Source: an optimization exercise on an open RTL-to-GDS flow (aim: small area, a short achievable clock period and few clock cycles per item). Production flows keep margins and buffers that such runs may drop.
The RTL was checked by simulation tests, not by an equivalence proof against the original design.
Power is estimated from default activity; no workload was simulated.

Design mosaic_scroll_pixel_remap_core, start of the top module:
module mosaic_scroll_pixel_remap_core (
    input  logic                 clk,
    input  logic                 rst_n,
    input  logic                 start,
    output logic                 busy,
    input  logic                 req_type,
    input  logic [8:0]           dest_x,
    input  logic [7:0]           dest_y,
    input  logic [4:0]           tile_size,
    input  logic [9:0]           cur_scroll_x,
    input  logic [9:0]           snap_scroll_x,
    input  logic [9:0]           cur_scroll_y,
    input  logic [9:0]           snap_scroll_y,
    input  logic                 track_scroll,
    input  logic [31:0]          pixel_in,
    output logic                 done,
    output logic                 write_enable,
    output logic [8:0]           source_x,
    output logic [7:0]           source_y,
    output logic [31:0]          pixel_out,
    input  logic                 cfg_we,
    input  logic [2:0]           cfg_index,
    input  logic [9:0]           cfg_data
);
For scale: ~2600 cells after synthesis, about 430 flip-flops, roughly 170 I/O pins.
clock: 5.5 ns
lec_check: 0
abc_area: 1
cap_margin: 20
core_margin: 2
core_utilization: 40
setup_slack_margin: 2.3
slew_margin: 20
standard.sh (not shown) runs the stock make flow with config.mk's settings and CLKGATE_MAP_FILE= SYNTH_SCRIPT=/design/flow/synth_recipe.tcl, a recipe that flattens the netlist after the stock synthesis.
==> flow/flow/run.sh <==
#!/bin/bash
# The standard layout (the standard.sh, unchanged synthesis and steps),
# with two changes to how the layout is made:
#  - buffer_ports buffers every input and output port with
#    sky130_fd_sc_hd__buf_1 instead of the delay cell it picks by default;
#  - clock tree synthesis does not add dummy loads, and clusters up to 16 sinks per leaf buffer.
set -euo pipefail
export BUFFER_PORTS_ARGS="-buffer_cell sky130_fd_sc_hd__buf_1"
export CTS_ARGS="-sink_clustering_enable -repair_clock_nets -dont_use_dummy_load -sink_clustering_size 16 -sink_clustering_max_diameter 60 -buf_list {sky130_fd_sc_hd__clkbuf_8}"
bash standard.sh > standard_flow.log 2>&1
The starting point finished clean.
Testbench counts at the start, summed over its fixed seeds: cycles 13,184, items 12,800.
Next try:
==> flow/flow/run.sh (replaced) <==
#!/bin/bash
# The standard layout (the standard.sh, unchanged synthesis and steps),
# except that buffer_ports uses sky130_fd_sc_hd__buf_1 for the port buffers
# instead of the delay cell it picks by default. Every port is still buffered.
set -euo pipefail
export BUFFER_PORTS_ARGS="-buffer_cell sky130_fd_sc_hd__buf_1"
bash standard.sh > standard_flow.log 2>&1
- CORE_UTILIZATION: 40 -> 60
- CTS_BUF_LIST: not set -> sky130_fd_sc_hd__clkbuf_4 sky130_fd_sc_hd__clkbuf_8
Worst setup slack gains 23 ps.
Cell count falls by about 4.5%.
Power rises by about 10%.
Core utilization rises by 25 points.
Die area falls by about 33%.
Maximum frequency rises by about 0.7%.
Cell area rises by about 2.3%.
Count of clock-buffer cells in the layout rises by 68.
Next try:
==> flow/flow/run.sh (replaced) <==
#!/bin/bash
# The standard layout (the standard.sh, unchanged synthesis and steps),
# with two changes to how the layout is made:
#  - buffer_ports buffers every input and output port with
#    sky130_fd_sc_hd__buf_1 instead of the delay cell it picks by default;
#  - clock tree synthesis does not add dummy loads, and clusters up to 30 sinks per leaf buffer.
set -euo pipefail
export BUFFER_PORTS_ARGS="-buffer_cell sky130_fd_sc_hd__buf_1"
export CTS_ARGS="-sink_clustering_enable -repair_clock_nets -dont_use_dummy_load -sink_clustering_size 30 -sink_clustering_max_diameter 80 -buf_list {sky130_fd_sc_hd__clkbuf_16}"
bash standard.sh > standard_flow.log 2>&1
- CORE_UTILIZATION: 60 -> 40
- CTS_BUF_LIST: sky130_fd_sc_hd__clkbuf_4 sky130_fd_sc_hd__clkbuf_8 -> not set
- SETUP_SLACK_MARGIN: 2.3 -> 2.15
Worst hold slack loses 13 ps. Non-clock buffer count went down by 21. Synthesized area is unchanged.
Next try:
==> flow/flow/run.sh (replaced) <==
#!/bin/bash
# The standard layout (the standard.sh, unchanged synthesis and steps),
# with two changes to how the layout is made:
#  - buffer_ports buffers every input and output port with
#    sky130_fd_sc_hd__buf_1 instead of the delay cell it picks by default;
#  - clock tree synthesis does not add dummy loads, and clusters up to 16 sinks per leaf buffer.
set -euo pipefail
export BUFFER_PORTS_ARGS="-buffer_cell sky130_fd_sc_hd__buf_1"
export CTS_ARGS="-sink_clustering_enable -repair_clock_nets -dont_use_dummy_load -sink_clustering_size 16 -sink_clustering_max_diameter 60 -buf_list {sky130_fd_sc_hd__clkbuf_8}"
bash standard.sh > standard_flow.log 2>&1
- CORE_UTILIZATION: 40 -> 50
What happened: Via count hardly moves. Non-clock buffer count goes up by 3. Worst setup slack is worse by 61 ps. Core utilization rose by 11 points.
Next try:
==> flow/flow/run.sh (replaced) <==
#!/bin/bash
# The standard layout (the standard.sh, unchanged synthesis and steps),
# except that buffer_ports uses sky130_fd_sc_hd__buf_1 for the port buffers
# instead of the delay cell it picks by default. Every port is still buffered.
set -euo pipefail
export BUFFER_PORTS_ARGS="-buffer_cell sky130_fd_sc_hd__buf_1"
bash standard.sh > standard_flow.log 2>&1
- CORE_UTILIZATION: 50 -> 40
- CTS_BUF_LIST: not set -> sky130_fd_sc_hd__clkbuf_4 sky130_fd_sc_hd__clkbuf_8
- SETUP_SLACK_MARGIN: 2.15 -> 2.6
What happened: The new run finished clean. Wire length increases by 13%. Total power increases by 24%. Worst hold slack degrades by 3.3 ps. Clock skew decreases by 14 ps. Cell count increases by 8.6%. Non-clock buffer count increases by 83. Worst setup slack improves by 100 ps. Die area increases by 24%. Count of clock-buffer cells in the layout increases by 69.

port drivers added, routing unchanged:
The flow's constraints put no driver on any port. The routed layouts listed below were extracted and timed again, unchanged, in two steps.
Step 1 sets driving cells, clkbuf_16 on the clock port and buf_2 on the other inputs (assumed; they add their load-dependent delay and slew).
Step 2 adds t to the input delays and takes it off the output delays; t is the mean of the earliest and latest rising clock arrival at the registers after step 1. Input paths then give back, and output paths get back, about the clock's delay inside the block.
a / b / c = ideal / step 1 / step 2; a / b = the first two.
run	t (ns)	setup slack, ns	worst setup path after step 2	slew at the worst register clock pin (ns)	worst slew at a driven data input, ns
the first run	0.627	2.315 / 2.315 / 1.749	input to register	0.11 / 0.11	0.09
the second run	0.624	2.337 / 2.337 / 1.780	input to register	0.07 / 0.07	0.08
the third run	0.582	2.296 / 2.296 / 1.758	input to register	0.11 / 0.11	0.10
the fourth run	0.605	2.236 / 2.236 / 1.707	input to register	0.10 / 0.10	0.08
the fifth run	0.670	2.337 / 2.337 / 1.745	input to register	0.07 / 0.07	0.11
After both steps setup and hold are still met in every run listed. For the fifth run, which loses most, drivers alone change the setup slack by 0.000 ns; drivers and shift together by -0.592 ns.
